This design comes from an exercise in tuning for a short achievable clock period and few clock cycles per item on the open sky130 flow, not from production work.
The RTL was checked by simulation tests, not by an equivalence proof against the original design.
No driver is modelled on the clock port, so clocking that relies on it looks cheaper here than on a real chip.
Power is estimated from default activity; no workload was simulated.

<file path="flow/config.mk">
export PLATFORM = sky130hd
export DESIGN_NAME = axi4_lite_regfile_slave
export DESIGN_NICKNAME = axi4_lite_regfile_slave
export VERILOG_FILES = /design/flow/design.v
export SDC_FILE = /design/flow/constraint.sdc
export NUM_CORES = 4
export LEC_CHECK = 0
export CAP_MARGIN = 20
export CORE_MARGIN = 2
export CORE_UTILIZATION = 55
export CTS_CLUSTER_DIAMETER = 60
export CTS_CLUSTER_SIZE = 20
export PLACE_DENSITY = 0.68
export SETUP_SLACK_MARGIN = 3.3
export SLEW_MARGIN = 20
export SYNTH_HIERARCHICAL = 1
export SYNTH_MINIMUM_KEEP_SIZE = 0
</file>
<file path="flow/constraint.sdc">
create_clock -name core_clock -period 5.0 [get_ports {ACLK}]
set_input_delay 1.0000 -clock core_clock [delete_from_list [all_inputs] [get_ports {ACLK}]]
set_output_delay 1.0000 -clock core_clock [all_outputs]
set_load 0.01 [all_outputs]
</file>
<file path="flow/design.v">
module axi4_lite_regfile_slave #(
  parameter int ADDRESS    = 32,
  parameter int DATA_WIDTH = 32,
  parameter int NUM_REGS   = 32
) (
  input  logic                    ACLK,
  input  logic                    ARESETN,
  input  logic [ADDRESS-1:0]      S_AWADDR,
  input  logic                    S_AWVALID,
  output logic                    S_AWREADY,
  input  logic [DATA_WIDTH-1:0]   S_WDATA,
  input  logic [DATA_WIDTH/8-1:0] S_WSTRB,
  input  logic                    S_WVALID,
  output logic                    S_WREADY,
  output logic [1:0]              S_BRESP,
  output logic                    S_BVALID,
  input  logic                    S_BREADY,
  input  logic [ADDRESS-1:0]      S_ARADDR,
  input  logic                    S_ARVALID,
  output logic                    S_ARREADY,
  output logic [DATA_WIDTH-1:0]   S_RDATA,
  output logic [1:0]              S_RRESP,
  output logic                    S_RVALID,
  input  logic                    S_RREADY
);
  localparam int SW    = DATA_WIDTH / 8;
  localparam int OFS   = $clog2(SW);
  localparam int IDX_W = (NUM_REGS > 1) ? $clog2(NUM_REGS) : 1;
  localparam logic [ADDRESS-1:0] NREGS_A = ADDRESS'(NUM_REGS);
  logic [NUM_REGS-1:0][DATA_WIDTH-1:0] mem;
  logic                  aw_v, w_v, cm;
  logic [NUM_REGS-1:0]   aw_sel;    
  logic                  aw_ok;
  logic [DATA_WIDTH-1:0] w_data;
  logic [SW-1:0]         w_strb;
  logic                  awready_q, wready_q;    
  logic                  aw_busy, w_busy;        
  logic                  aw_hs, w_hs, do_wr, wr_err, in_aw_ok;
  logic [ADDRESS-1:0]    in_aw_word;
  logic                  bvalid_q, bresp_q, b_nv0, b_v1, b_e0n, b_e1, b_pop, b_u0, b_u1;
  logic                  b_v0_n, b_v1_n, aw_v_n, w_v_n, b_e0_n;
  assign aw_hs      = S_AWVALID & ~aw_busy;
  assign w_hs       = S_WVALID & ~w_busy;
  assign do_wr      = (aw_v | aw_hs) & (w_v | w_hs);
  assign in_aw_word = S_AWADDR >> OFS;
  assign in_aw_ok   = in_aw_word < NREGS_A;
  assign wr_err     = aw_v ? ~aw_ok : ~in_aw_ok;
  assign b_pop  = ~b_nv0 & S_BREADY;
  assign b_u0   = b_pop ? b_v1 : ~b_nv0;    
  assign b_u1   = ~b_pop & b_v1;
  assign b_v0_n = b_u0 | do_wr;
  assign b_v1_n = b_u1 | (do_wr & b_u0);
  assign aw_v_n = (aw_v | aw_hs) & ~do_wr;
  assign w_v_n  = (w_v | w_hs) & ~do_wr;
  always_ff @(posedge ACLK or negedge ARESETN) begin
    if (!ARESETN) begin
      aw_v      <= 1'b0;
      w_v       <= 1'b0;
      cm        <= 1'b0;
      aw_busy   <= 1'b0;
      w_busy    <= 1'b0;
      bvalid_q  <= 1'b0;
      b_nv0     <= 1'b1;
      b_v1      <= 1'b0;
    end else begin
      aw_v      <= aw_v_n;
      w_v       <= w_v_n;
      cm        <= do_wr;
      aw_busy   <= aw_v_n | b_v1_n;
      w_busy    <= w_v_n | b_v1_n;
      bvalid_q  <= b_v0_n;
      b_nv0     <= ~b_v0_n;
      b_v1      <= b_v1_n;
    end
  end
  always_comb begin
    if (do_wr & ~b_u0) b_e0_n = wr_err;
    else if (b_pop)    b_e0_n = b_e1;
    else               b_e0_n = ~b_e0n;
  end
  always_ff @(posedge ACLK) begin
    awready_q <= ~aw_v_n & ~b_v1_n;
    wready_q  <= ~w_v_n & ~b_v1_n;
    bresp_q   <= b_e0_n;
    b_e0n     <= ~b_e0_n;
    if (aw_hs) begin
      aw_ok <= in_aw_ok;
      for (int r = 0; r < NUM_REGS; r++)
        aw_sel[r] <= in_aw_ok && in_aw_word[IDX_W-1:0] == IDX_W'(r);
    end
    if (w_hs) begin
      w_data <= S_WDATA;
      w_strb <= S_WSTRB;
    end
    if (do_wr & b_u0)   b_e1 <= wr_err;
  end
  always_ff @(posedge ACLK or negedge ARESETN) begin
    if (!ARESETN) mem <= '0;
    else
      for (int r = 0; r < NUM_REGS; r++)
        for (int i = 0; i < SW; i++)
          if (cm && aw_sel[r] && w_strb[i])
            mem[r][8*i +: 8] <= w_data[8*i +: 8];
  end
  logic                  p_v, p_ok;
  logic [NUM_REGS-1:0]   p_sel;
  logic                  arready_q, r_busy, ar_hs, rd_ok;
  logic [ADDRESS-1:0]    rd_word;
  logic [DATA_WIDTH-1:0] rd_val, rd_v0, rd_v1, r_other;
  logic                  rvalid_q, r_nv0, r_c1, r_c2, r_rp, r_wp;
  logic                  r_pop, r_take, r_from_s, r_direct, r_push;
  logic                  r_hv_n, r_c1_n, r_c2_n;
  logic [DATA_WIDTH-1:0] r_s0, r_s1, r_d0n, rdata_q, r_d0_n;
  logic                  r_se0, r_se1, r_e0n, rresp_q, r_e0_n;
  assign ar_hs   = S_ARVALID & ~r_busy;
  assign rd_word = S_ARADDR >> OFS;
  assign rd_ok   = rd_word < NREGS_A;
  genvar gb;
  generate
    for (gb = 0; gb < DATA_WIDTH; gb++) begin : g_rd
      logic [NUM_REGS-1:0] col;
      for (genvar gr = 0; gr < NUM_REGS; gr++) begin : g_col
        assign col[gr] = mem[gr][gb];
      end
      axi4_lite_regfile_slave_rdbit #(.N(NUM_REGS)) u_rd (
        .d(col), .s(p_sel), .y0(rd_v0[gb]), .y1(rd_v1[gb]), .y(rd_val[gb]));
      axi4_lite_regfile_slave_headbit u_hd (
        .a(rd_v0[gb]), .b(rd_v1[gb]), .en(r_direct), .other(r_other[gb]), .y(r_d0_n[gb]));
    end
  endgenerate
  assign r_pop    = ~r_nv0 & S_RREADY;
  assign r_take   = r_nv0 | r_pop;             
  assign r_from_s = r_take & r_c1;             
  assign r_direct = r_take & ~r_c1 & p_v;      
  assign r_push   = p_v & ~r_direct;           
  assign r_hv_n   = ~r_take | r_c1 | p_v;
  assign r_c2_n   = (r_c2 & ~(r_from_s & ~r_push)) | (r_c1 & r_push & ~r_from_s);
  assign r_c1_n   = r_c2 | (r_c1 & ~(r_from_s & ~r_push)) | r_push;
  always_ff @(posedge ACLK or negedge ARESETN) begin
    if (!ARESETN) begin
      p_v      <= 1'b0;
      r_busy   <= 1'b0;
      rvalid_q <= 1'b0;
      r_nv0    <= 1'b1;
      r_c1     <= 1'b0;
      r_c2     <= 1'b0;
      r_rp     <= 1'b0;
      r_wp     <= 1'b0;
    end else begin
      p_v      <= ar_hs;
      r_busy   <= r_c2_n | (r_c1_n & ar_hs);
      rvalid_q <= r_hv_n;
      r_nv0    <= ~r_hv_n;
      r_c1     <= r_c1_n;
      r_c2     <= r_c2_n;
      r_rp     <= r_rp ^ r_from_s;
      r_wp     <= r_wp ^ r_push;
    end
  end
  always_comb begin
    if (r_from_s) begin
      r_other = r_rp ? r_s1 : r_s0;
      r_e0_n  = r_rp ? r_se1 : r_se0;
    end else if (r_direct) begin
      r_other = '0;
      r_e0_n  = ~p_ok;
    end else begin
      r_other = ~r_d0n;
      r_e0_n  = ~r_e0n;
    end
  end
  always_ff @(posedge ACLK) begin
    arready_q <= ~r_c2_n & ~(r_c1_n & ar_hs);
    rdata_q   <= r_d0_n;
    rresp_q   <= r_e0_n;
    r_d0n     <= ~r_d0_n;
    r_e0n     <= ~r_e0_n;
    p_ok      <= rd_ok;
    for (int r = 0; r < NUM_REGS; r++)
      p_sel[r] <= rd_ok && rd_word[IDX_W-1:0] == IDX_W'(r);
    if (r_push && !r_wp) begin
      r_s0  <= rd_val;
      r_se0 <= ~p_ok;
    end
    if (r_push && r_wp) begin
      r_s1  <= rd_val;
      r_se1 <= ~p_ok;
    end
  end
  assign S_AWREADY = awready_q;
  assign S_WREADY  = wready_q;
  assign S_ARREADY = arready_q;
  assign S_BVALID  = bvalid_q;
  assign S_BRESP   = {bresp_q, 1'b0};
  assign S_RVALID  = rvalid_q;
  assign S_RRESP   = {rresp_q, 1'b0};
  assign S_RDATA   = rdata_q;
endmodule
module axi4_lite_regfile_slave_rdbit #(
  parameter int N = 32
) (
  input  logic [N-1:0] d,
  input  logic [N-1:0] s,
  output logic         y0,
  output logic         y1,
  output logic         y
);
  logic [15:0] t;
  logic [3:0]  u;
  logic [1:0]  v;
  for (genvar i = 0; i < 16; i++) begin : g_t
    axi4_lite_regfile_slave_aoi22 u_t (.a(d[2*i]), .b(s[2*i]), .c(d[2*i+1]), .d(s[2*i+1]), .y(t[i]));
  end
  for (genvar j = 0; j < 4; j++) begin : g_u
    axi4_lite_regfile_slave_nand4 u_u (.a(t[4*j]), .b(t[4*j+1]), .c(t[4*j+2]), .d(t[4*j+3]), .y(u[j]));
  end
  for (genvar k = 0; k < 2; k++) begin : g_v
    axi4_lite_regfile_slave_nor2 u_v (.a(u[2*k]), .b(u[2*k+1]), .y(v[k]));
  end
  axi4_lite_regfile_slave_nand2 u_y (.a(v[0]), .b(v[1]), .y(y));
  assign y0 = v[0];
  assign y1 = v[1];
endmodule
module axi4_lite_regfile_slave_headbit (input logic a, b, en, other, output logic y);
  assign y = (en & ~(a & b)) | other;
endmodule
module axi4_lite_regfile_slave_aoi22 (input logic a, b, c, d, output logic y);
  assign y = ~((a & b) | (c & d));
endmodule
module axi4_lite_regfile_slave_nand4 (input logic a, b, c, d, output logic y);
  assign y = ~(a & b & c & d);
endmodule
module axi4_lite_regfile_slave_nor2 (input logic a, b, output logic y);
  assign y = ~(a | b);
endmodule
module axi4_lite_regfile_slave_nand2 (input logic a, b, output logic y);
  assign y = ~(a & b);
endmodule
</file>
<file path="flow/run.sh">
#!/bin/bash
# synth_recipe.tcl (not shown) runs the flow's synth.tcl, then flattens the netlist and writes it again
# the make line also repeats each setting of config.mk as NAME=value (left out here)
make -C /OpenROAD-flow-scripts/flow DESIGN_CONFIG=/design/flow/config.mk WORK_HOME=/design/flow/orfs CLKGATE_MAP_FILE= SYNTH_SCRIPT=/design/flow/synth_recipe.tcl finish
</file>
==> summary.md, run 1 <==
| Metric | Value |
|---|---|
| Sw Ratio | 0.318 |
| ANT nets after route | 0 |
| Status | timing/DRC/antenna clean |
| Port Buffers | ~140 |
| Slew @ Worst Pin | 1.00 ns |
| Initial antenna violation count | 9 |
| Clock Pin Slew Worst Setup and Hold Paths | around 0.080 ns |
| Internal power | around 0.026 W |
| Sink Count | between 1000 and 1500 |
| Total CTS buffers | about 100 |
| DRC Markers | 0 |
| RePlAce Congestion | between 0.8 and 0.9 |
| Clock buffer depth | 3 |
| Worst EP required | 4.00 ns |
| Reg2reg start | cm$_DFF_PN0_ |
| Core region area | between 0.09 and 0.1 mm^2 |
| Worst-Skew Late Latency | between 0.7 and 0.8 ns |
| Layout cells sized above 1 | 0.573 |
| Clk root buf | clkbuf_16 |
| Worst-path maximum fanout | 1 |
| Layout area overhead | 26.3% |
| Max stage delay on crit path | 0.41 ns |
| Number of synthesized flops with an enable pin | roughly 140 |
| Critical Path Source Type | register |
| First-pass GRT wire length | about 240 mm |
| Met2 routed WL | 80.2 mm |
| Final hold vios | 0 |
| Largest net degree at the start of global routing | approximately 140 |
| Final min period | about 2.2 ns |
| Largest family of logic cells by synthesized area | multiplexers |
| Synth Area in Compound Gates | 0.127 |
| DP Wirelength | between 90 and 100 mm |
| P_leak | between 30 and 40 nW |
| Initial DRT Pass Iterations | 5 |
| Highest routed layer | met5 |
| Met3 WL post-DR | around 13 mm |
| YS warnings | 7 |
| Clk_skew | roughly 0.036 ns |
| Die area | a little over 0.1 mm^2 |
| Pins over their slew limit | 0 |
| Cell area after layout | slightly below 0.07 mm^2 |
| CTS tree | done |
| Critical path type | register to output port |
| Power per cell area | ~550 mW/mm^2 |
| CP Capture Point | S_RDATA[2] |
| Reg2reg end | mem[844]$_DFFE_PN0P_ |
| Horiz. Die Dim | 320 um |
| Clock power share | 0.225 |
| Netlist Area Pre-Place | around 0.055 mm^2 |
| CP Capture Type | output port |
| H-Tree Level Count | 3 |
| Max-slew headroom | 0.332 |
| Reg2Reg Setup Slack | between 3 and 4 ns |
| Mux cell area share after synthesis | 0.216 |
| DP Area | approximately 0.058 mm^2 |
| P_sw | roughly 0.012 W |
| Synth Area in Simple Gates | 0.0550 |
| Seq pwr share | 0.490 |
| Row count | about 120 |
| Max-Cap Viols | 0 |
| Setup Viol. Count Final | 0 |
| Global route overflow | 0 |
| Max VDD drop | between 0.3 and 0.4 mV |
| RSZ-0062 raised after global routing | true |
| Most frequent cells in the layout | 1036 x dfrtp_1, 546 x mux2_4, 512 x a22oi_2 |
| FF+latch count, synth | between 1000 and 1500 |
| WL per Instance | between 30 and 40 um |
| Sequential fraction of the synthesis area | 0.586 |
| Worst path bufs/invs | 1 |
| Via Count | about 35000 |
| Synth async-reset ratio | 0.813 |
| Period utilization | 0.450 |
| Max Clock Freq | around 440 MHz |
| XOR/XNOR Fraction of Synth Area | 0.000159 |
| TNS Setup | 0 ns |
| Largest delay share family, worst path | flip-flops |
| R2R depth | 6 |
| Mapped Cells | 3682 |
| Final WL | ~170 mm |
| Hold Crit Class | input pin to async pin |
| Dpl ws | between 1.5 and 2 ns |
| Most common cell after layout, fill and taps aside | dfrtp_1 |
| NumNets Final | ~4200 |
| Gr usage total | 0.317 |
| Post-synthesis cell type count | 47 |
| Initial DRC count | about 3300 |
| Adder-cell area share of the yosys netlist | 0.000638 |
| Arrival time at the worst endpoint | approximately 1.3 ns |
| Vias in the first global route | approximately 36000 |
| Comb pwr share | 0.285 |
| Die Y | approximately 320 um |
| Slowest cell on the critical path | dfxtp_4 |
| Ports | ~150 |
| Vias per cell | between 6 and 7 |
| Post-CTS Hold Buffers | 0 |
| CP Launch Point | rdata_q[2]$_DFF_P_ |
| Crit-path cells | buf_6 |
| Routed length on met1 | 72.8 mm |
| Initial Util | 0.556 |
| Synth Area per Inst | 14.9 um^2 |
| Worst Slack Setup Final | ~2.8 ns |
| Critical Path Stages | 1 |
| Post-synth top flop | dfrtp_1 |
-- per-stage QoR --
| stage | cells | total power, W | hold slack [ns] | utilization |
|---|---|---|---|---|
| detailed placement | 5050 | 0.0262 | 0.442 | 0.590 |
| finish | 5502 | 0.0380 | 0.229 | 0.703 |
| global placement | 5050 | 0.0253 | 0.414 | 0.590 |
| floorplan | 3683 | 0.0235 | 0.400 | - |
| global route | 5500 | 0.0396 | 0.260 | 0.703 |
| CTS | 5377 | 0.0367 | 0.349 | 0.672 |
-- sequential cells by signal, indices dropped and copies added (netlist names), 4 cells and up --
register,count
r_s1,32
r_s0,32
aw_sel,32
w_data,32
r_d0n,32
p_sel,32
w_strb,4
mem,1024
rdata_q,32
-- modules after synthesis (local to each module, per instance), excerpt --
module / times used / area, um^2
axi4_lite_regfile_slave_headbit: 32 / 11.3
axi4_lite_regfile_slave_aoi22: 512 / 12.5
axi4_lite_regfile_slave: 1 / 47000
axi4_lite_regfile_slave_nand2: 32 / 3.75
axi4_lite_regfile_slave_nand4: 128 / 6.26
axi4_lite_regfile_slave_nor2: 64 / 3.75
-- cells by family (layout without fill, tap and decap cells) --
family,Yosys count,in the layout
other,1,4
AND/OR/NAND/NOR,557,562
adder cells (fa/ha/maj),3,3
flip-flops,1280,1280
buffers and inverters,181,706
XOR/XNOR,1,1
multiplexers,1058,1058
AO/OA/AOI/OAI,601,601
-- synthesized netlist by cell type, types with 15 or more instances --
| library cell | n | area share |
|---|---|---|
| mux2i_1 | 34 | 0.0062 |
| buf_2 | 15 | 0.0014 |
| mux2_2 | 1024 | 0.21 |
| nand3b_1 | 38 | 0.0052 |
| nand4_1 | 128 | 0.015 |
| nand2_1 | 77 | 0.0053 |
| a22oi_2 | 512 | 0.12 |
| o21ai_0 | 34 | 0.0031 |
| dfxtp_1 | 104 | 0.038 |
| edfxtp_1 | 136 | 0.074 |
| nor2_1 | 146 | 0.010 |
| nand2_2 | 120 | 0.014 |
| clkbuf_1 | 103 | 0.0070 |
| inv_1 | 45 | 0.0031 |
| a21o_1 | 34 | 0.0046 |
| dfrtp_1 | 1038 | 0.47 |
-- per-layer routing --
| layer | GRT usage | vias to the layer above |
|---|---|---|
| met5 | 0 | - |
| met4 | 0.120 | 2 |
| met3 | 0.0529 | 327 |
| met2 | 0.500 | 1374 |
| met1 | 0.443 | 19000 |
| li1 | - | 14800 |
-- power groups by stage --
stage	logic [W]	clock network [W]	registers, W
after floorplan	0.00573	0	0.0178
after global placement	0.00696	0	0.0184
after detailed placement	0.00742	0	0.0188
after CTS	0.00950	0.00861	0.0186
after global routing	0.0114	0.00906	0.0191
final	0.0108	0.00856	0.0186
-- worst min path at each step --
stage,endpoint,slack (ns),cells after the start
final,mem[211]$_DFFE_PN0P_,0.23,1
after detailed placement,p_v$_DFF_PN0_,0.44,1
after global placement,p_v$_DFF_PN0_,0.41,1
after floorplan,p_v$_DFF_PN0_,0.40,1
after CTS,mem[208]$_DFFE_PN0P_,0.35,1
after global routing,mem[243]$_DFFE_PN0P_,0.26,1
-- final cells by class --
cell class,count,area [um^2]
Fill cell,6307,29300
Clock inverter,77,776
Multi-Input combinational cell,2227,25900
Inverter,45,180
Tap cell,1287,1610
Timing Repair Buffer,465,5860
Timing Repair inverter,3,22.5
Clock buffer,116,2720
Sequential cell,1280,32300
Antenna cell,2,5.00
-- repair_timing --
item | 4_1_cts | 5_1_grt
setup buffers | 120 | 101
cloned | 14 | 15
pin swaps | 66 | 147
endpoints found under the setup margin | 1392 | 1105
gates resized for setup | 934 | 397
Testbench counts, summed over its fixed seeds: cycles 17,099, items 32,000.
==> inputs of run 2 (changes only) <==
--- a/flow/config.mk
+++ b/flow/config.mk
@@ -10,4 +10,4 @@
 export CORE_UTILIZATION = 55
-export CTS_CLUSTER_DIAMETER = 60
-export CTS_CLUSTER_SIZE = 20
+export CTS_CLUSTER_DIAMETER = 70
+export CTS_CLUSTER_SIZE = 25
 export PLACE_DENSITY = 0.68
==> summary.md, run 2 <==
| Metric | Value |
|---|---|
| Mapped Cells | 3682 (unchanged) |
| Top cells by count, synth | 1038 x dfrtp_1, 1024 x mux2_2, 512 x a22oi_2, 146 x nor2_1, 136 x edfxtp_1 |
| Layout area overhead | 24.8% |
| YS warnings | 7 (unchanged) |
| DRC Markers | 0 (unchanged) |
| Via Count | 35000 (-1.1%) |
| Slowest cell on the critical path | dfxtp_4 |
| WL per Instance | 32.0 um (+1.1%) |
| Final hold vios | 0 (unchanged) |
| Top cell type's share of synthesized area | 0.473 (unchanged) |
| Max stage delay on crit path | 0.42 ns (about the same) |
| Layout cells sized above 1 | 0.565 (-0.00753) |
| Row count | 115 (unchanged) |
| Die area | 0.102 mm^2 (unchanged) |
| Horiz. Die Dim | 320 um (unchanged) |
| Worst EP required | 4.00 ns (about the same) |
| Reg2Reg Setup Slack | 3.15 ns (about the same) |
| FF/Latch Area | 0.0323 mm^2 (about the same) |
| Most numerous cell in the Yosys netlist | dfrtp_1 |
| Total power | 0.0365 W (-3.9%) |
| Global route overflow | 0 (unchanged) |
| Synth async-reset ratio | 0.813 (unchanged) |
| Number of synthesized flops with an enable pin | 136 (unchanged) |
| Status | timing/DRC/antenna clean |
| Gr usage total | 0.314 (-0.00320) |
| Arrival time at the worst endpoint | 1.21 ns (-0.04 ns) |
| Ports | 148 (unchanged) |
| Vias in the first global route | 35700 (-1.9%) |
| Crit-path cells | buf_6 |
| Post-synthesis cell type count | 47 (unchanged) |
| Largest delay share family, worst path | flip-flops |
| Most frequent cells in the layout | 1035 x dfrtp_1, 606 x mux2_4, 512 x a22oi_2 |
| Reg2reg start | p_sel[24]$_DFF_P_ |
| TNS Setup | 0 ns (unchanged) |
| H-Tree Level Count | 3 (unchanged) |
| Power per cell area | 533 mW/mm^2 (-2.7%) |
| Top post-synthesis cells by area | dfrtp_1 47%, mux2_2 21%, a22oi_2 12%, edfxtp_1 7.4%, dfxtp_1 3.8% |
| Reg with most FFs | mem |
| Port Buffers | 141 (unchanged) |
| Worst-Skew Late Latency | 0.68 ns (-0.04 ns) |
| Clk root buf | clkbuf_16 |
| Clock Pin Slew Worst Setup and Hold Paths | 0.10 ns (+0.02 ns) |
| Worst-path maximum fanout | 1 (unchanged) |
| Total CTS buffers | 72 (-29%) |
| RSZ-0062 raised after global routing | true |
| Initial DRC count | 3427 (+3.8%) |
| First-pass GRT wire length | 238 mm (-1.2%) |
| Die Y | 320 um (unchanged) |
| Core region area | 0.0987 mm^2 (unchanged) |
| CTS tree | done |
| Max VDD drop | 0.356 mV (-5.5%) |
| Post-CTS Hold Buffers | 0 (unchanged) |
| Hold Crit Class | input pin to async pin |
| Worst path bufs/invs | 1 (unchanged) |
| DP Wirelength | 95.7 mm (unchanged) |
| Initial antenna violation count | 8 (-1) |
| Multi-input logic area | 0.0262 mm^2 (+1.2%) |
| CP Capture Type | output port |
| Setup Viol. Count Final | 0 (unchanged) |
| Vias per cell | 6.45 (+0.21%) |
| Fill count | 6455 (+2.3%) |
| Final min period | 2.21 ns (-0.0352 ns) |
| Clock buffer depth | 3 (unchanged) |
| Synth Area per Inst | 14.9 um^2 (unchanged) |
| Critical Path Source Type | register |
| Largest area contributor in the netlist | dfrtp_1 |
| Clk_skew | 0.0409 ns (+0.00530 ns) |
| Pins over their slew limit | 0 (unchanged) |
| Final WL | 174 mm (-0.27%) |
| Period utilization | 0.443 (-0.00703) |
| Max-Cap Viols | 0 (unchanged) |
| ANT nets after route | 0 (unchanged) |
| RePlAce Congestion | 0.841 (unchanged) |
| Max-slew headroom | 0.345 (+0.0129) |
| FF+latch count, synth | 1280 (unchanged) |
| Max Clock Freq | 452 MHz (+1.6%) |
| Slew @ Worst Pin | 0.983 ns (-0.0194 ns) |
| Netlist Area Pre-Place | 0.0549 mm^2 (unchanged) |
| Initial DRT Pass Iterations | 5 (unchanged) |
| P_leak | 30.0 nW (-1.3%) |
| R2R depth | 8 (+2) |
| Sink Count | 1280 (unchanged) |
| Post-synth top flop | dfrtp_1 |
| Reg2reg end | rdata_q[7]$_DFF_P_ |
| Max reg flops | 1024 (unchanged) |
| Most common cell after layout, fill and taps aside | dfrtp_1 |
| Critical path type | register to output port |
| Largest net degree at the start of global routing | 141 (unchanged) |
| Initial Util | 0.556 (unchanged) |
| NumNets Final | 4195 (-0.90%) |
| Sequential fraction of the synthesis area | 0.586 (unchanged) |
==> run 2: changes by cell type in the layout (fill, tap and decap cells not counted), moves of 10 or more <==
cell       previous run  this run
buf_4               157       146
o21ai_1               1        13
inv_8                25         3
mux2_4              546       606
o21ai_0              33        21
nand2_4              10         0
buf_12              109        95
inv_6                23         6
buf_6                53        64
clkbuf_16           119        91
mux2_2              478       418
==> run 2: modules after synthesis, one instance, submodules excluded, excerpt <==
module / cells / flip-flops and latches / times used
axi4_lite_regfile_slave: 2882 / 1280 / 1
axi4_lite_regfile_slave_aoi22: 1 / 0 / 512
axi4_lite_regfile_slave_headbit: 2 / 0 / 32
axi4_lite_regfile_slave_nand4: 1 / 0 / 128
axi4_lite_regfile_slave_nand2: 1 / 0 / 32
axi4_lite_regfile_slave_nor2: 1 / 0 / 64
==> run 2: layout make-up <==
type,count,share of cell area
flip-flops and latches,1280,0.472
multi-input cells,2226,0.382
repair buffers,458,0.0841
clock buffers,92,0.0285
well taps,1287,0.0235
clock inverters,36,0.00719
inverters,45,0.00263
repair inverters,3,0.000329
diodes,1,0.0000365
==> run 2: routing by layer <==
layer,vias up,GRT usage,share of wire
met5,-,0,0.00016
met4,4,0.110,0.044
met3,319,0.0500,0.078
met2,1258,0.493,0.45
met1,18900,0.445,0.42
li1,14600,-,-
==> run 2: where the power goes <==
| group | internal, W | switching [W] | leakage, nW |
|---|---|---|---|
| registers | 0.0152 | 0.00338 | 14.8 |
| clock network | 0.00321 | 0.00370 | 1.18 |
| logic | 0.00658 | 0.00441 | 14.0 |
| total | 0.0250 | 0.0115 | 30.0 |
==> run 2: worst max path at each step <==
stage	start	end	slack (ns)	cells after the start
floorplan	S_RREADY	rdata_q[0]$_DFF_P_	2.84	5
finish	rdata_q[2]$_DFF_P_	S_RDATA[2]	2.79	1
global placement	S_RREADY	rdata_q[10]$_DFF_P_	1.96	5
detailed placement	S_RREADY	rdata_q[10]$_DFF_P_	1.90	5
CTS	rdata_q[2]$_DFF_P_	S_RDATA[2]	2.77	1
global route	rdata_q[2]$_DFF_P_	S_RDATA[2]	2.76	1
==> run 2: logic make-up after synthesis <==
group / Yosys count / share of synthesized area
compound gates: 601 / 0.127
fa+ha+maj: 3 / 0.000638
xor+xnor: 1 / 0.000160
simple gates: 557 / 0.0550
flops: 1280 / 0.586
buf+inv: 181 / 0.0148
mux: 1058 / 0.216
other cells: 1 / 0.0000683
==> run 2: stage by stage <==
stage                     area [um^2]   util  cells  hold WS, ns  setup WS [ns]
final                           68500  0.694   5428        0.230           2.79
after global routing            68500  0.694   5427        0.276           2.76
after CTS                       65100  0.660   5320        0.378           2.77
after detailed placement        58200  0.590   5050        0.442           1.90
after global placement          58200  0.590   5050        0.414           1.96
after floorplan                 55200      -   3683        0.400           2.84
==> run 2: repair_timing <==
action                                 4_1_cts  5_1_grt
endpoints found under the hold margin        0        0
setup endpoints to repair                 1391     1113
gates cloned                                18       20
resized for setup                          860      579
pin swaps                                   55      152
buffers inserted                           124       80
==> inputs of run 3 (changes only) <==
--- a/flow/config.mk
+++ b/flow/config.mk
@@ -9,6 +9,6 @@
 export CORE_MARGIN = 2
-export CORE_UTILIZATION = 55
+export CORE_UTILIZATION = 62
 export CTS_CLUSTER_DIAMETER = 70
 export CTS_CLUSTER_SIZE = 25
-export PLACE_DENSITY = 0.68
+export PLACE_DENSITY = 0.75
 export SETUP_SLACK_MARGIN = 3.3
==> summary.md, run 3 <==
| Metric | Value |
|---|---|
| DP Wirelength | 96.2 mm (+0.52%) |
| Number of synthesized flops with an enable pin | 136 (unchanged) |
| Die area | 0.0910 mm^2 (-11%) |
| DRC Markers | 0 (unchanged) |
| Reg with most FFs | mem |
| Most frequent cells in the layout | 1034 x dfrtp_1, 644 x mux2_4, 512 x a22oi_2 |
| Row count | 109 (-5.2%) |
| Clock buffer depth | 3 (unchanged) |
| Post-synth top flop | dfrtp_1 |
| Via Count | 36300 (+3.6%) |
| Hold Crit Class | input pin to async pin |
| WL per Instance | 34.0 um (+6.5%) |
| Largest area contributor in the netlist | dfrtp_1 |
| Post-CTS Hold Buffers | 0 (unchanged) |
| Setup Viol. Count Final | 0 (unchanged) |
| H-Tree Level Count | 2 (-1) |
| Critical path type | register to output port |
| Power per cell area | 528 mW/mm^2 (-0.85%) |
| Vias in the first global route | 36700 (+2.9%) |
| Top cell type's share of synthesized area | 0.473 (unchanged) |
| P_leak | 30.4 nW (+1.3%) |
| Port Buffers | 141 (unchanged) |
| Total CTS buffers | 60 (-17%) |
| Layout cells sized above 1 | 0.570 (+0.00449) |
| Slew @ Worst Pin | 1.07 ns (+0.0896 ns) |
| Post-synthesis cell type count | 47 (unchanged) |
| Clk_skew | 0.0306 ns (-0.0103 ns) |
| Arrival time at the worst endpoint | 1.21 ns (about the same) |
| Final hold vios | 0 (unchanged) |
| NumNets Final | 4217 (+0.52%) |
| RSZ-0062 raised after global routing | true |
| Netlist Area Pre-Place | 0.0549 mm^2 (unchanged) |
| Worst path bufs/invs | 1 (unchanged) |
| Horiz. Die Dim | 302 um (-5.7%) |
| Total power | 0.0366 W (+0.19%) |
| Initial DRC count | 3656 (+6.7%) |
| Worst Slack Setup Final | 2.79 ns (+0.00441 ns) |
| Sequential fraction of the synthesis area | 0.586 (unchanged) |
| Worst-path maximum fanout | 1 (unchanged) |
| Pins over their slew limit | 0 (unchanged) |
| Status | timing/DRC/antenna clean |
| FF+latch count, synth | 1280 (unchanged) |
| CP Capture Type | output port |
| Ports | 148 (unchanged) |
| Initial antenna violation count | 5 (-3) |
| Initial Util | 0.623 (+0.0670) |
| Synth async-reset ratio | 0.813 (unchanged) |
| Worst EP required | 4.00 ns (about the same) |
| CTS tree | done |
| First-pass GRT wire length | 245 mm (+3.1%) |
| Die Y | 302 um (-5.7%) |
| Max-Cap Viols | 0 (unchanged) |
| Vias per cell | 6.83 (+5.8%) |
| Fin Hold WS | 0.263 ns (+0.0323 ns) |
| Synth Area per Inst | 14.9 um^2 (unchanged) |
| Top post-synthesis cells by area | dfrtp_1 47%, mux2_2 21%, a22oi_2 12%, edfxtp_1 7.4%, dfxtp_1 3.8% |
| Layout area overhead | 26.1% |
| Largest delay share family, worst path | flip-flops |
| Global route overflow | 0 (unchanged) |
| ANT nets after route | 0 (unchanged) |
| Clock Pin Slew Worst Setup and Hold Paths | 0.10 ns (about the same) |
| Clk root buf | clkbuf_16 |
| Final WL | 181 mm (+4.4%) |
| Top cells by count, synth | 1038 x dfrtp_1, 1024 x mux2_2, 512 x a22oi_2, 146 x nor2_1, 136 x edfxtp_1 |
| Max Clock Freq | 453 MHz (+0.20%) |
| Most numerous cell in the Yosys netlist | dfrtp_1 |
| RePlAce Congestion | 0.850 (+1.1%) |
| Max stage delay on crit path | 0.41 ns (about the same) |
| Dpl ws | 1.35 ns (-0.547 ns) |
| TNS Setup | 0 ns (unchanged) |
| Max VDD drop | 0.490 mV (+38%) |
| Gr usage total | 0.367 (+0.0531) |
| Core region area | 0.0881 mm^2 (-11%) |
| Critical Path Source Type | register |
| YS warnings | 7 (unchanged) |
| Final min period | 2.21 ns (-0.00441 ns) |
| Worst-Skew Late Latency | 0.70 ns (+0.02 ns) |
| Mapped Cells | 3682 (unchanged) |
| Slowest cell on the critical path | dfxtp_4 |
| Most common cell after layout, fill and taps aside | dfrtp_1 |
| Period utilization | 0.442 (-0.000882) |
| Max reg flops | 1024 (unchanged) |
| Largest net degree at the start of global routing | 131 (-7.1%) |
| Final Core Density | 0.786 (+0.0917) |
| Initial DRT Pass Iterations | 5 (unchanged) |
| Sink Count | 1280 (unchanged) |
| Crit-path cells | buf_6 |
| Max-slew headroom | 0.285 (-0.0598) |
run 3: per-stage QoR:
step | area (um^2) | cells
after floorplan | 55200 | 3683
final | 69200 | 5319
after global placement | 58100 | 4934
after CTS | 66000 | 5218
after global routing | 69200 | 5318
after detailed placement | 58100 | 4934
run 3: path summary, 6_finish.rpt:
check / endpoint / depth (start not counted) / slack (ns) / from
hold reg to reg: p_v$_DFF_PN0_ / 1 / 0.47 / r_busy$_DFF_PN0_
hold / removal: mem[57]$_DFFE_PN0P_ / 1 / 0.26 / ARESETN
setup reg to reg: rdata_q[12]$_DFF_P_ / 7 / 3.11 / p_sel[28]$_DFF_P_
min in group core_clock: p_v$_DFF_PN0_ / 1 / 0.47 / r_busy$_DFF_PN0_
setup / recovery: S_RDATA[0] / 1 / 2.79 / rdata_q[0]$_DFF_P_
max in group asynchronous: cm$_DFF_PN0_ / 2 / 3.48 / ARESETN
run 3: logic make-up (layout without fill, tap and decap cells):
logic type                 Yosys count  count (layout)  synth area share
adders and majority gates            3               3          0.000638
AOI/OAI and AO/OA                  601             602             0.127
DFF                               1280            1280             0.586
buffers and inverters              181             644            0.0148
other                                1               3         0.0000683
xor gates and xnor gates             1               1          0.000160
and+or+nand+nor                    557             563            0.0550
muxes                             1058            1058             0.216
run 3: what timing repair did:
item / in CTS / in global routing
pin swaps: 96 / 134
setup buffers: 158 / 70
resized for setup: 1093 / 451
endpoints found under the setup margin: 1441 / 999
cloned: 19 / 24
run 3: per-module statistics from Yosys (local to each module, per instance), a selection:
module,area (um^2),flip-flops and latches,times used,cells inside
axi4_lite_regfile_slave,47000,1280,1,2882
axi4_lite_regfile_slave_aoi22,12.5,0,512,1
axi4_lite_regfile_slave_headbit,11.3,0,32,2
axi4_lite_regfile_slave_nand2,3.75,0,32,1
axi4_lite_regfile_slave_nand4,6.26,0,128,1
axi4_lite_regfile_slave_nor2,3.75,0,64,1
run 3: final cells by class:
type,instances,area (um^2)
Antenna cell,1,2.50
Clock buffer,91,1710
Clock inverter,16,219
Fill cell,4737,18900
Inverter,45,180
Multi-Input combinational cell,2229,26700
Sequential cell,1280,32400
Tap cell,1165,1460
Timing Repair Buffer,489,6590
Timing Repair inverter,3,22.5
run 3: worst reg2reg max path, delay by kind of cell (launching register included):
family / cells / cell delay, ns
simple gates: 3 / 0.69
compound gates: 2 / 0.36
flops: 1 / 0.38
buf+inv: 2 / 0.35
run 3: metal layers:
| layer | wire length, um | track usage | share of wire |
|---|---|---|---|
| met1 | 70400 | 0.504 | 0.39 |
| met2 | 82600 | 0.578 | 0.46 |
| met3 | 16500 | 0.0681 | 0.091 |
| met4 | 11300 | 0.158 | 0.062 |
| met5 | 227 | 0 | 0.0013 |
run 3: power breakdown:
part	switching (W)	total, W	internal [W]
combinational	0.00464	0.0116	0.00696
sequential	0.00370	0.0189	0.0152
clock	0.00344	0.00606	0.00262
==> inputs of run 4 (changes only) <==
==> flow/flow/run.sh (new file) <==
#!/bin/bash
# The standard layout, with one added step before clock tree synthesis (flow/pre_cts.tcl):
# every register that drives an output port is placed beside that port's buffer.
set -euo pipefail
cd "$(dirname "$0")/.."
export PRE_CTS_TCL="$PWD/flow/pre_cts.tcl"
bash standard.sh > standard.log 2>&1
==> flow/flow/pre_cts.tcl (new file) <==
# Before clock tree synthesis: put each register that drives an output port's buffer right
# beside that buffer, so the register-to-port wire is short, then legalize the placement.
set block [ord::get_db_block]
set moved 0
foreach bterm [$block getBTerms] {
  if {[$bterm getIoType] != "OUTPUT"} { continue }
  set net [$bterm getNet]
  if {$net == "NULL"} { continue }
  set buf ""
  foreach it [$net getITerms] {
    if {[$it isOutputSignal]} { set buf [$it getInst] }
  }
  if {$buf == ""} { continue }
  set innet ""
  foreach it [$buf getITerms] {
    if {[$it isInputSignal] && [$it getNet] != "NULL"} { set innet [$it getNet] }
  }
  if {$innet == ""} { continue }
  set src ""
  foreach it [$innet getITerms] {
    if {[$it isOutputSignal]} { set src [$it getInst] }
  }
  if {$src == "" || ![[$src getMaster] isSequential]} { continue }
  if {[$src isFixed]} { continue }
  set loc [$buf getLocation]
  $src setLocation [lindex $loc 0] [lindex $loc 1]
  incr moved
}
puts "pre_cts: moved $moved output registers beside their port buffers"
detailed_placement
check_placement
==> flow/standard.sh (new file) <==
#!/bin/bash
# synth_recipe.tcl (not shown) runs the flow's synth.tcl, then flattens the netlist and writes it again
# the make line also repeats each setting of config.mk as NAME=value (left out here)
make -C /OpenROAD-flow-scripts/flow DESIGN_CONFIG=/design/flow/config.mk WORK_HOME=/design/flow/orfs CLKGATE_MAP_FILE= SYNTH_SCRIPT=/design/flow/synth_recipe.tcl "${@:-finish}"
--- a/flow/config.mk
+++ b/flow/config.mk
@@ -9,6 +9,6 @@
 export CORE_MARGIN = 2
-export CORE_UTILIZATION = 62
-export CTS_CLUSTER_DIAMETER = 70
-export CTS_CLUSTER_SIZE = 25
-export PLACE_DENSITY = 0.75
+export CORE_UTILIZATION = 55
+export CTS_CLUSTER_DIAMETER = 80
+export CTS_CLUSTER_SIZE = 22
+export PLACE_DENSITY = 0.68
 export SETUP_SLACK_MARGIN = 3.3
removed: flow/run.sh
==> summary.md, run 4 <==
| Metric | Value |
|---|---|
| Status | timing/DRC/antenna clean |
| Clock Pin Slew Worst Setup and Hold Paths | 0.09 ns (about the same) |
| Post-synthesis cell type count | 47 (unchanged) |
| Pins over their slew limit | 0 (unchanged) |
| Cell area after layout | 0.0657 mm^2 (-5.1%) |
| Core region area | 0.0987 mm^2 (+12%) |
| Synth async-reset ratio | 0.813 (unchanged) |
| Final hold vios | 0 (unchanged) |
| Largest family of logic cells by synthesized area | multiplexers |
| Mapped Cells | 3682 (unchanged) |
| Worst-Skew Late Latency | 0.66 ns (-0.04 ns) |
| Adder-cell area share of the yosys netlist | 0.000638 (unchanged) |
| WL per Instance | 30.9 um (-9.2%) |
| Worst path bufs/invs | 1 (unchanged) |
| Max stage delay on crit path | 0.37 ns (-0.04 ns) |
| Final Core Density | 0.666 (-0.120) |
| Number of synthesized flops with an enable pin | 136 (unchanged) |
| Initial Util | 0.556 (-0.0670) |
| Arrival time at the worst endpoint | 1.16 ns (-0.05 ns) |
| Gr usage total | 0.311 (-0.0555) |
| Max Clock Freq | 462 MHz (+2.1%) |
| Reg with most FFs | mem |
| Post-CTS Hold Buffers | 0 (unchanged) |
| Port Buffers | 141 (unchanged) |
| DP Area | 0.0582 mm^2 (+0.12%) |
| FF+latch count, synth | 1280 (unchanged) |
| Most frequent cells in the layout | 1036 x dfrtp_1, 739 x mux2_2, 512 x a22oi_2 |
| Worst-path maximum fanout | 1 (unchanged) |
| Vias per cell | 6.42 (-6.0%) |
| Horiz. Die Dim | 320 um (+6.1%) |
| Total CTS buffers | 69 (+15%) |
| Hold Crit Class | input pin to async pin |
| Max-Cap Viols | 0 (unchanged) |
| Layout cells sized above 1 | 0.550 (-0.0201) |
| Synth Area in Compound Gates | 0.127 (unchanged) |
| XOR/XNOR Fraction of Synth Area | 0.000159 (unchanged) |
| Post-Layout Cell Count | 5332 (+0.24%) |
| Largest delay share family, worst path | flip-flops |
| RSZ-0062 raised after global routing | true |
| Layout area overhead | 19.7% |
| Critical Path Source Type | register |
| Worst EP required | 4.00 ns (about the same) |
| Via Count | 34200 (-5.8%) |
| Top cell type's share of synthesized area | 0.473 (unchanged) |
| Max VDD drop | 0.398 mV (-19%) |
| Initial antenna violation count | 6 (+1) |
| YS warnings | 7 (unchanged) |
| Placed Instances | 5050 (+2.4%) |
| NumNets Final | 4111 (-2.5%) |
| Vias in the first global route | 35500 (-3.5%) |
| Global route overflow | 0 (unchanged) |
| Top cells by count, synth | 1038 x dfrtp_1, 1024 x mux2_2, 512 x a22oi_2, 146 x nor2_1, 136 x edfxtp_1 |
| Period utilization | 0.432 (-0.00917) |
| First-pass GRT wire length | 235 mm (-4.2%) |
| Largest area contributor in the netlist | dfrtp_1 |
| CP Capture Type | output port |
| Row count | 115 (+5.5%) |
| Critical path type | register to output port |
| Slew @ Worst Pin | 0.985 ns (-0.0875 ns) |
| CTS tree | done |
| RePlAce Congestion | 0.841 (-1.1%) |
| Final min period | 2.16 ns (-0.0458 ns) |
| P_leak | 27.7 nW (-8.8%) |
| Slowest cell on the critical path | dfrtp_1 |
| Reg2reg start | p_sel[26]$_DFF_P_ |
| Die area | 0.102 mm^2 (+13%) |
| Fill count | 6805 (+44%) |
| Clk_skew | 0.0280 ns (-0.00257 ns) |
| Crit-path cells | buf_2 |
| Most common cell after layout, fill and taps aside | dfrtp_1 |
| Max-slew headroom | 0.343 (+0.0583) |
| Ports | 148 (unchanged) |
| DRC Markers | 0 (unchanged) |
| Setup Viol. Count Final | 0 (unchanged) |
| Max reg flops | 1024 (unchanged) |
| Largest net degree at the start of global routing | 141 (+7.6%) |
| Netlist Area Pre-Place | 0.0549 mm^2 (unchanged) |
| Most numerous cell in the Yosys netlist | dfrtp_1 |
| Die Y | 320 um (+6.1%) |
| Total power | 0.0344 W (-5.9%) |
| DP Wirelength | 95.7 mm (-0.52%) |
| Power per cell area | 524 mW/mm^2 (-0.83%) |
| R2R depth | 8 (+1) |
| Post-synth top flop | dfrtp_1 |
| Initial DRT Pass Iterations | 6 (+1) |
| ANT nets after route | 0 (unchanged) |
| Mux cell area share after synthesis | 0.216 (unchanged) |
| Sequential fraction of the synthesis area | 0.586 (unchanged) |
| Reg2reg end | rdata_q[14]$_DFF_P_ |
| Sink Count | 1280 (unchanged) |
| Synth Area in Simple Gates | 0.0550 (unchanged) |
| Synth Area per Inst | 14.9 um^2 (unchanged) |
| Reg2Reg Setup Slack | 3.07 ns (-0.04 ns) |
| Final WL | 165 mm (-9.0%) |
| Initial DRC count | 3009 (-18%) |
| Top post-synthesis cells by area | dfrtp_1 47%, mux2_2 21%, a22oi_2 12%, edfxtp_1 7.4%, dfxtp_1 3.8% |
| TNS Setup | 0 ns (unchanged) |
[run 4: Yosys stat by module (local to each module, per instance), a selection]
module	cell area, um^2	flip-flops and latches	times used	cells
axi4_lite_regfile_slave	47000	1280	1	2882
axi4_lite_regfile_slave_aoi22	12.5	0	512	1
axi4_lite_regfile_slave_headbit	11.3	0	32	2
axi4_lite_regfile_slave_nand4	6.26	0	128	1
axi4_lite_regfile_slave_nand2	3.75	0	32	1
axi4_lite_regfile_slave_nor2	3.75	0	64	1
[run 4: where the power goes]
group | internal (W) | total, W | switching, W
Clock | 0.00274 | 0.00618 | 0.00344
Sequential | 0.0152 | 0.0185 | 0.00328
Combinational | 0.00562 | 0.00975 | 0.00413
[run 4: how the worst max path moves through the flow]
stage / end / from / slack (ns) / cells past startpoint
6_report: S_BVALID / bvalid_q$_DFF_PN0_ / 2.84 / 1
5_1_grt: S_BVALID / bvalid_q$_DFF_PN0_ / 2.78 / 1
4_1_cts: S_BVALID / bvalid_q$_DFF_PN0_ / 2.79 / 1
3_5_place_dp: rdata_q[10]$_DFF_P_ / S_RREADY / 1.90 / 5
3_3_place_gp: rdata_q[10]$_DFF_P_ / S_RREADY / 1.96 / 5
2_1_floorplan: rdata_q[0]$_DFF_P_ / S_RREADY / 2.84 / 5
[run 4: layer usage]
metal,up-vias,share of wire,global-route usage
met5,-,0.000079,0
met3,277,0.065,0.0560
met1,18400,0.43,0.431
li1,14500,-,-
met2,1075,0.47,0.494
met4,2,0.039,0.115
[run 4: cells by family after synthesis]
family	count (synthesis)
flip-flops	1280
adder cells (fa/ha/maj)	3
AO/OA/AOI/OAI	601
XOR/XNOR	1
buffers and inverters	181
multiplexers	1058
other	1
AND/OR/NAND/NOR	557
[run 4: cell type report]
class / instances / area (um^2) / share of cell area
clock buffers: 108 / 1960 / 0.0298
inverters: 45 / 180 / 0.00274
repair buffers: 376 / 4750 / 0.0723
flip-flops and latches: 1280 / 32300 / 0.492
diodes: 2 / 5.00 / 0.0000761
clock inverters: 4 / 50.0 / 0.000761
repair inverters: 3 / 22.5 / 0.000343
well taps: 1287 / 1610 / 0.0245
multi-input cells: 2227 / 24800 / 0.378
[run 4: repair_timing]
action,CTS,global route
pin swaps,75,112
endpoints found under the setup margin,1392,902
gates resized for setup,614,461
hold endpoints to repair,0,0
cloned,17,9
setup buffers,95,40
[run 4: through the flow]
stage | setup slack, ns | hold WS (ns)
after floorplan | 2.84 | 0.400
after global placement | 1.96 | 0.414
after detailed placement | 1.90 | 0.442
after CTS | 2.79 | 0.393
after global routing | 2.78 | 0.328
final | 2.84 | 0.320
==> inputs of run 5 (changes only) <==
--- a/flow/config.mk
+++ b/flow/config.mk
@@ -10,4 +10,4 @@
 export CORE_UTILIZATION = 55
-export CTS_CLUSTER_DIAMETER = 80
-export CTS_CLUSTER_SIZE = 22
+export CTS_CLUSTER_DIAMETER = 60
+export CTS_CLUSTER_SIZE = 30
 export PLACE_DENSITY = 0.68
==> summary.md, run 5 <==
| Metric | Value |
|---|---|
| DP Wirelength | 95.7 mm (unchanged) |
| Via Count | 35100 (+2.5%) |
| Fin Hold WS | 0.208 ns (-0.112 ns) |
| Post-CTS Hold Buffers | 0 (unchanged) |
| Sink Count | 1280 (unchanged) |
| CP Capture Type | output port |
| Largest net degree at the start of global routing | 141 (unchanged) |
| Largest area contributor in the netlist | dfrtp_1 |
| RSZ-0062 raised after global routing | true |
| Worst path bufs/invs | 1 (unchanged) |
| Worst-path maximum fanout | 1 (unchanged) |
| Most numerous cell in the Yosys netlist | dfrtp_1 |
| Netlist Area Pre-Place | 0.0549 mm^2 (unchanged) |
| Most frequent cells in the layout | 1036 x dfrtp_1, 602 x mux2_2, 512 x a22oi_2 |
| Port Buffers | 141 (unchanged) |
| Mux cell area share after synthesis | 0.216 (unchanged) |
| Max stage delay on crit path | 0.37 ns (about the same) |
| Critical Path Source Type | register |
| Hold Crit Class | input pin to async pin |
| Horiz. Die Dim | 320 um (unchanged) |
| Die Y | 320 um (unchanged) |
| Arrival time at the worst endpoint | 1.23 ns (+0.07 ns) |
| Internal power | 0.0258 W (+9.3%) |
| Final min period | 2.23 ns (+0.0635 ns) |
| Die area | 0.102 mm^2 (unchanged) |
| YS warnings | 7 (unchanged) |
| Number of synthesized flops with an enable pin | 136 (unchanged) |
| Post-synthesis cell type count | 47 (unchanged) |
| Vias in the first global route | 36200 (+2.3%) |
| Row count | 115 (unchanged) |
| Largest family of logic cells by synthesized area | multiplexers |
| Slew @ Worst Pin | 1.03 ns (+0.0449 ns) |
| CTS tree | done |
| Initial antenna violation count | 11 (+5) |
| Synth Area in Compound Gates | 0.127 (unchanged) |
| Synth Area per Inst | 14.9 um^2 (unchanged) |
| Clk_skew | 0.0309 ns (+0.00283 ns) |
| Pins over their slew limit | 0 (unchanged) |
| NumNets Final | 4214 (+2.5%) |
| Synth async-reset ratio | 0.813 (unchanged) |
| Global route overflow | 0 (unchanged) |
| Largest delay share family, worst path | flip-flops |
| Setup Viol. Count Final | 0 (unchanged) |
| Synth Area in Simple Gates | 0.0550 (unchanged) |
| Mapped Cells | 3682 (unchanged) |
| Fill count | 6409 (-5.8%) |
| Vias per cell | 6.40 (-0.26%) |
| WL per Instance | 31.4 um (+1.6%) |
| Initial Util | 0.556 (unchanged) |
| Period utilization | 0.445 (+0.0127) |
| Status | timing/DRC/antenna clean |
| Worst-Skew Late Latency | 0.73 ns (+0.07 ns) |
| Seq pwr share | 0.489 (-0.048) |
| Adder-cell area share of the yosys netlist | 0.000638 (unchanged) |
| Sw Ratio | 0.320 (+0.00515) |
| Slowest cell on the critical path | dfrtp_1 |
| First-pass GRT wire length | 242 mm (+3.0%) |
| Sequential fraction of the synthesis area | 0.586 (unchanged) |
| P_sw | 0.0121 W (+12%) |
| Reg2Reg Setup Slack | 3.18 ns (+0.11 ns) |
| Max reg flops | 1024 (unchanged) |
| P_leak | 29.9 nW (+8.0%) |
| Most common cell after layout, fill and taps aside | dfrtp_1 |
| Total CTS buffers | 101 (+46%) |
| Max Clock Freq | 449 MHz (-2.9%) |
| TNS Setup | 0 ns (unchanged) |
| Critical path type | register to output port |
| RePlAce Congestion | 0.841 (unchanged) |
| Final WL | 172 mm (+4.5%) |
| Max VDD drop | 0.389 mV (-2.3%) |
| ANT nets after route | 0 (unchanged) |
| Max-slew headroom | 0.313 (-0.0300) |
| Layout area overhead | 25.8% |
| Initial DRT Pass Iterations | 7 (+1) |
| Core region area | 0.0987 mm^2 (unchanged) |
| Top post-synthesis cells by area | dfrtp_1 47%, mux2_2 21%, a22oi_2 12%, edfxtp_1 7.4%, dfxtp_1 3.8% |
| Crit-path cells | buf_2 |
| Comb pwr share | 0.279 (-0.004) |
| Max-Cap Viols | 0 (unchanged) |
| FF+latch count, synth | 1280 (unchanged) |
| XOR/XNOR Fraction of Synth Area | 0.000159 (unchanged) |
| DRC Markers | 0 (unchanged) |
| Ports | 148 (unchanged) |
| Top cell type's share of synthesized area | 0.473 (unchanged) |
| Reg with most FFs | mem |
| Initial DRC count | 3002 (-0.23%) |
| Worst EP required | 4.00 ns (about the same) |
| Post-synth top flop | dfrtp_1 |
| Clock Pin Slew Worst Setup and Hold Paths | 0.08 ns (about the same) |
| Layout cells sized above 1 | 0.572 (+0.0225) |
| Gr usage total | 0.321 (+0.00984) |
| Dpl ws | 1.90 ns (unchanged) |
| Power per cell area | 549 mW/mm^2 (+4.8%) |
| Clock power share | 0.232 (+0.052) |
| Final Core Density | 0.700 (+0.0341) |
| Worst Slack Setup Final | 2.77 ns (-0.0635 ns) |
| Final hold vios | 0 (unchanged) |
| Top cells by count, synth | 1038 x dfrtp_1, 1024 x mux2_2, 512 x a22oi_2, 146 x nor2_1, 136 x edfxtp_1 |
-- run 5: cell counts after synthesis --
Identical to the previous run, type by type.
-- run 5: cell type report --
cell class,instances,area [um^2],area share
repair inverters,3,22.5,0.000326
multi-input cells,2228,25500,0.368
clock inverters,82,1060,0.0154
flip-flops and latches,1280,32300,0.468
well taps,1287,1610,0.0233
inverters,45,180,0.00261
repair buffers,446,5820,0.0843
diodes,1,2.50,0.0000362
clock buffers,108,2620,0.0379
-- run 5: logic make-up after synthesis --
kind of cell | count (synthesis)
buffers and inverters | 181
AND/OR/NAND/NOR | 557
adder cells (fa/ha/maj) | 3
AO/OA/AOI/OAI | 601
flip-flops | 1280
XOR/XNOR | 1
other | 1
multiplexers | 1058
-- run 5: per-layer routing --
metal | up-vias | wire length (um) | GRT usage
li1 | 14700 | - | -
met1 | 18700 | 71900 | 0.444
met2 | 1265 | 79800 | 0.506
met3 | 319 | 13400 | 0.0638
met4 | 10 | 7000 | 0.120
met5 | - | 57 | 0
-- run 5: modules after synthesis, one instance, submodules excluded, a selection --
module	flops+latches	cells inside	copies in the design	cell area, um^2
axi4_lite_regfile_slave	1280	2882	1	47000
axi4_lite_regfile_slave_aoi22	0	1	512	12.5
axi4_lite_regfile_slave_headbit	0	2	32	11.3
axi4_lite_regfile_slave_nand2	0	1	32	3.75
axi4_lite_regfile_slave_nand4	0	1	128	6.26
axi4_lite_regfile_slave_nor2	0	1	64	3.75
-- run 5: final timing paths --
| kind | from | to | cells past startpoint |
|---|---|---|---|
| setup / recovery | bvalid_q$_DFF_PN0_ | S_BVALID | 1 |
| hold / removal | ARESETN | mem[211]$_DFFE_PN0P_ | 1 |
| setup reg to reg | cm$_DFF_PN0_ | mem[853]$_DFFE_PN0P_ | 6 |
| hold reg to reg | r_busy$_DFF_PN0_ | p_v$_DFF_PN0_ | 1 |
| max in group asynchronous | ARESETN | mem[872]$_DFFE_PN0P_ | 2 |
| min in group core_clock | r_busy$_DFF_PN0_ | p_v$_DFF_PN0_ | 1 |
-- run 5: power groups by stage --
stage	clock [W]	combinational, W	sequential, W
3_3_place_gp	0	0.00696	0.0184
6_report	0.00881	0.0106	0.0185
3_5_place_dp	0	0.00742	0.0188
2_1_floorplan	0	0.00573	0.0178
5_1_grt	0.00934	0.0112	0.0190
4_1_cts	0.00891	0.00911	0.0184
-- run 5: through the flow --
stage | cells | instance area, um^2 | total power [W]
after floorplan | 3683 | 55200 | 0.0235
after global placement | 5050 | 58200 | 0.0253
after detailed placement | 5050 | 58200 | 0.0262
after CTS | 5394 | 65900 | 0.0365
after global routing | 5479 | 69100 | 0.0396
final | 5480 | 69100 | 0.0379
-- run 5: timing repair --
item	in CTS	in global routing
buffers inserted	128	64
gates resized for setup	706	536
pin swaps	77	172
endpoints found under the setup margin	1391	1165
gates cloned	26	14
==> inputs of run 6 (changes only) <==
--- a/flow/config.mk
+++ b/flow/config.mk
@@ -10,4 +10,4 @@
 export CORE_UTILIZATION = 55
-export CTS_CLUSTER_DIAMETER = 60
-export CTS_CLUSTER_SIZE = 30
+export CTS_CLUSTER_DIAMETER = 100
+export CTS_CLUSTER_SIZE = 25
 export PLACE_DENSITY = 0.68
==> summary.md, run 6 <==
| Metric | Value |
|---|---|
| Status | timing/DRC/antenna clean |
| Final hold vios | 0 (unchanged) |
| RSZ-0062 raised after global routing | true |
| Worst-Skew Late Latency | 0.72 ns (about the same) |
| Initial DRT Pass Iterations | 5 (-2) |
| NumNets Final | 4190 (-0.57%) |
| Gr usage total | 0.319 (-0.00224) |
| Hold Crit Class | input pin to async pin |
| Initial Util | 0.556 (unchanged) |
| Mapped Cells | 3682 (unchanged) |
| Netlist Area Pre-Place | 0.0549 mm^2 (unchanged) |
| Max-Cap Viols | 0 (unchanged) |
| Max reg flops | 1024 (unchanged) |
| Initial DRC count | 3248 (+8.2%) |
| Die Y | 320 um (unchanged) |
| Met3 GRT Util | 0.0480 (-0.0158) |
| DRC Markers | 0 (unchanged) |
| Max stage delay on crit path | 0.38 ns (about the same) |
| Initial antenna violation count | 8 (-3) |
| Fill count | 6538 (+2.0%) |
| Largest area contributor in the netlist | dfrtp_1 |
| DP Wirelength | 95.7 mm (unchanged) |
| Post-synth top flop | dfrtp_1 |
| Horiz. Die Dim | 320 um (unchanged) |
| Worst path bufs/invs | 1 (unchanged) |
| FF+latch count, synth | 1280 (unchanged) |
| Sink Count | 1280 (unchanged) |
| Most common cell after layout, fill and taps aside | dfrtp_1 |
| Clock power share | 0.160 (-0.072) |
| Total CTS buffers | 57 (-44%) |
| Ports | 148 (unchanged) |
| Grt peak-use layer | met2 |
| Crit-path cells | buf_2 |
| Worst-path maximum fanout | 1 (unchanged) |
| Arrival time at the worst endpoint | 1.22 ns (about the same) |
| Number of synthesized flops with an enable pin | 136 (unchanged) |
| Clock Pin Slew Worst Setup and Hold Paths | 0.10 ns (+0.02 ns) |
| Seq pwr share | 0.530 (+0.041) |
| Layout cells sized above 1 | 0.559 (-0.0130) |
| Synth async-reset ratio | 0.813 (unchanged) |
| Comb pwr share | 0.311 (+0.032) |
| Post-synthesis cell type count | 47 (unchanged) |
| Clk_skew | 0.0206 ns (-0.0103 ns) |
| Top post-synthesis cells by area | dfrtp_1 47%, mux2_2 21%, a22oi_2 12%, edfxtp_1 7.4%, dfxtp_1 3.8% |
| Slowest cell on the critical path | dfrtp_1 |
| Max VDD drop | 0.398 mV (+2.3%) |
| Critical Path Source Type | register |
| RePlAce Congestion | 0.841 (unchanged) |
| Max Clock Freq | 451 MHz (+0.45%) |
| Met1 GRT Util | 0.451 (+0.00743) |
| Largest net degree at the start of global routing | 141 (unchanged) |
| Top cell type's share of synthesized area | 0.473 (unchanged) |
| Final Core Density | 0.686 (-0.0141) |
| Max-slew headroom | 0.312 (-0.00138) |
| Most numerous cell in the Yosys netlist | dfrtp_1 |
| Most frequent cells in the layout | 1035 x dfrtp_1, 532 x mux2_2, 512 x a22oi_2 |
| Slew @ Worst Pin | 1.03 ns (+0.00208 ns) |
| Vias in the first global route | 35900 (-0.97%) |
| CTS tree | done |
| Core region area | 0.0987 mm^2 (unchanged) |
| P_leak | 29.3 nW (-2.0%) |
| Synth Area per Inst | 14.9 um^2 (unchanged) |
| ANT nets after route | 0 (unchanged) |
| Worst EP required | 4.00 ns (about the same) |
| Via Count | 34900 (-0.57%) |
| Die area | 0.102 mm^2 (unchanged) |
| Internal power | 0.0239 W (-7.4%) |
| Port Buffers | 141 (unchanged) |
| Largest delay share family, worst path | flip-flops |
| Setup Viol. Count Final | 0 (unchanged) |
| Layout area overhead | 23.3% |
| WL per Instance | 31.8 um (+1.1%) |
| Final WL | 172 mm (about the same) |
| Period utilization | 0.443 (-0.00200) |
| Row count | 115 (unchanged) |
| Sequential fraction of the synthesis area | 0.586 (unchanged) |
| CP Capture Type | output port |
| Sw Ratio | 0.318 (-0.00254) |
| Critical path type | register to output port |
| YS warnings | 7 (unchanged) |
| Reg with most FFs | mem |
| Post-CTS Hold Buffers | 0 (unchanged) |
| TNS Setup | 0 ns (unchanged) |
| P_sw | 0.0111 W (-8.4%) |
| Met2 usage | 0.502 (-0.00406) |
| Top cells by count, synth | 1038 x dfrtp_1, 1024 x mux2_2, 512 x a22oi_2, 146 x nor2_1, 136 x edfxtp_1 |
| Power per cell area | 517 mW/mm^2 (-5.8%) |
| Pins over their slew limit | 0 (unchanged) |
| Global route overflow | 0 (unchanged) |
| Vias per cell | 6.43 (+0.51%) |
| Final min period | 2.22 ns (-0.00999 ns) |
| First-pass GRT wire length | 242 mm (-0.24%) |
-- run 6: cell type report --
cell class | count | area, um^2 | share of cell area
tap | 1287 | 1610 | 0.0238
inverter | 45 | 180 | 0.00266
sequential | 1280 | 32300 | 0.477
timing repair buffer | 463 | 6010 | 0.0887
clock buffer | 105 | 1650 | 0.0244
antenna | 4 | 10.0 | 0.000148
clock inverter | 3 | 33.8 | 0.000499
multi-input combinational | 2231 | 25900 | 0.382
timing repair inverter | 3 | 22.5 | 0.000333
-- run 6: routing by layer --
metal	wire, um	share of wire
met5	13	0.000076
met2	79300	0.46
met3	12200	0.071
met1	73200	0.43
met4	7360	0.043
-- run 6: worst paths after layout --
path | from | end | slack [ns] | cells past startpoint
setup / recovery | bvalid_q$_DFF_PN0_ | S_BVALID | 2.78 | 1
hold / removal | ARESETN | mem[211]$_DFFE_PN0P_ | 0.22 | 1
setup reg to reg | cm$_DFF_PN0_ | mem[87]$_DFFE_PN0P_ | 3.13 | 7
hold reg to reg | r_busy$_DFF_PN0_ | p_v$_DFF_PN0_ | 0.45 | 1
max in group asynchronous | ARESETN | mem[808]$_DFFE_PN0P_ | 3.56 | 2
min in group core_clock | r_busy$_DFF_PN0_ | p_v$_DFF_PN0_ | 0.45 | 1
-- run 6: worst register-to-register path, stage by stage (launching register included) --
cell and delay (ns):
dfrtp_4 0.50, buf_12 0.14, buf_12 0.14, buf_6 0.13
and2_4 0.23, buf_12 0.17, nand2_8 0.13, mux2_4 0.32
-- run 6: through the flow --
step	hold WS (ns)	std cells	setup slack [ns]	total power, W	instance area, um^2
3_3_place_gp	0.414	5050	1.96	0.0253	58200
3_5_place_dp	0.442	5050	1.90	0.0262	58200
4_1_cts	0.335	5328	2.75	0.0337	64800
6_report	0.218	5421	2.78	0.0350	67700
2_1_floorplan	0.400	3683	2.84	0.0235	55200
5_1_grt	0.253	5417	2.74	0.0366	67700
-- run 6: power by group through the flow --
stage / clock network (W) / logic (W) / registers [W]
final: 0.00560 / 0.0109 / 0.0185
after detailed placement: 0 / 0.00742 / 0.0188
after global placement: 0 / 0.00696 / 0.0184
after floorplan: 0 / 0.00573 / 0.0178
after global routing: 0.00606 / 0.0115 / 0.0190
after CTS: 0.00566 / 0.00962 / 0.0184
-- run 6: modules after synthesis, one instance, submodules excluded, excerpt --
module | times used | cell area (um^2) | flip-flops and latches
axi4_lite_regfile_slave_nand2 | 32 | 3.75 | 0
axi4_lite_regfile_slave_nand4 | 128 | 6.26 | 0
axi4_lite_regfile_slave_nor2 | 64 | 3.75 | 0
axi4_lite_regfile_slave_aoi22 | 512 | 12.5 | 0
axi4_lite_regfile_slave_headbit | 32 | 11.3 | 0
axi4_lite_regfile_slave | 1 | 47000 | 1280
-- run 6: logic make-up (layout without fill, tap and decap cells) --
group | after synthesis | count (layout) | share of synthesized area
DFF | 1280 | 1280 | 0.586
adders and majority gates | 3 | 3 | 0.000638
muxes | 1058 | 1058 | 0.216
xor gates and xnor gates | 1 | 1 | 0.000160
AOI/OAI and AO/OA | 601 | 601 | 0.127
other | 1 | 6 | 0.0000683
buffers and inverters | 181 | 619 | 0.0148
and+or+nand+nor | 557 | 566 | 0.0550
-- run 6: what timing repair did --
action	in CTS	in global routing
setup buffers	149	63
endpoints found under the setup margin	1392	1071
resized for setup	910	436
pin swaps	102	163
cloned	21	19

[what the ideal ports hide]
The flow's constraints put no driver on any port. The routed layouts listed below were extracted and timed again, unchanged, in two steps.
Step 1 (the two cells are an assumption about what drives the block):
set clk [get_ports {ACLK}]
set_driving_cell -lib_cell sky130_fd_sc_hd__clkbuf_16 $clk
set_driving_cell -lib_cell sky130_fd_sc_hd__buf_2 [delete_from_list [all_inputs] $clk]
Step 2 also shifts input and output timing later by t, the mid clock arrival at the registers, as if the neighbouring blocks saw the same clock.
a / b / c = ideal / step 1 / step 2; a / b = the first two.
run | t, ns | setup WS [ns] | cell pins on the clock port's net
run 1 | 0.776 | 2.752 / 2.675 / 2.515 | 1
run 2 | 0.736 | 2.787 / 2.715 / 2.585 | 1
run 3 | 0.751 | 2.792 / 2.724 / 2.421 | 1
run 4 | 0.723 | 2.838 / 2.767 / 2.570 | 1
run 5 | 0.791 | 2.774 / 2.699 / 2.506 | 1
run 6 | 0.778 | 2.784 / 2.712 / 2.482 | 1
After both steps setup and hold are still met in every run listed. The setup slack of run 3, which loses most, moves by -0.068 ns with the drivers and by -0.371 ns with both steps.
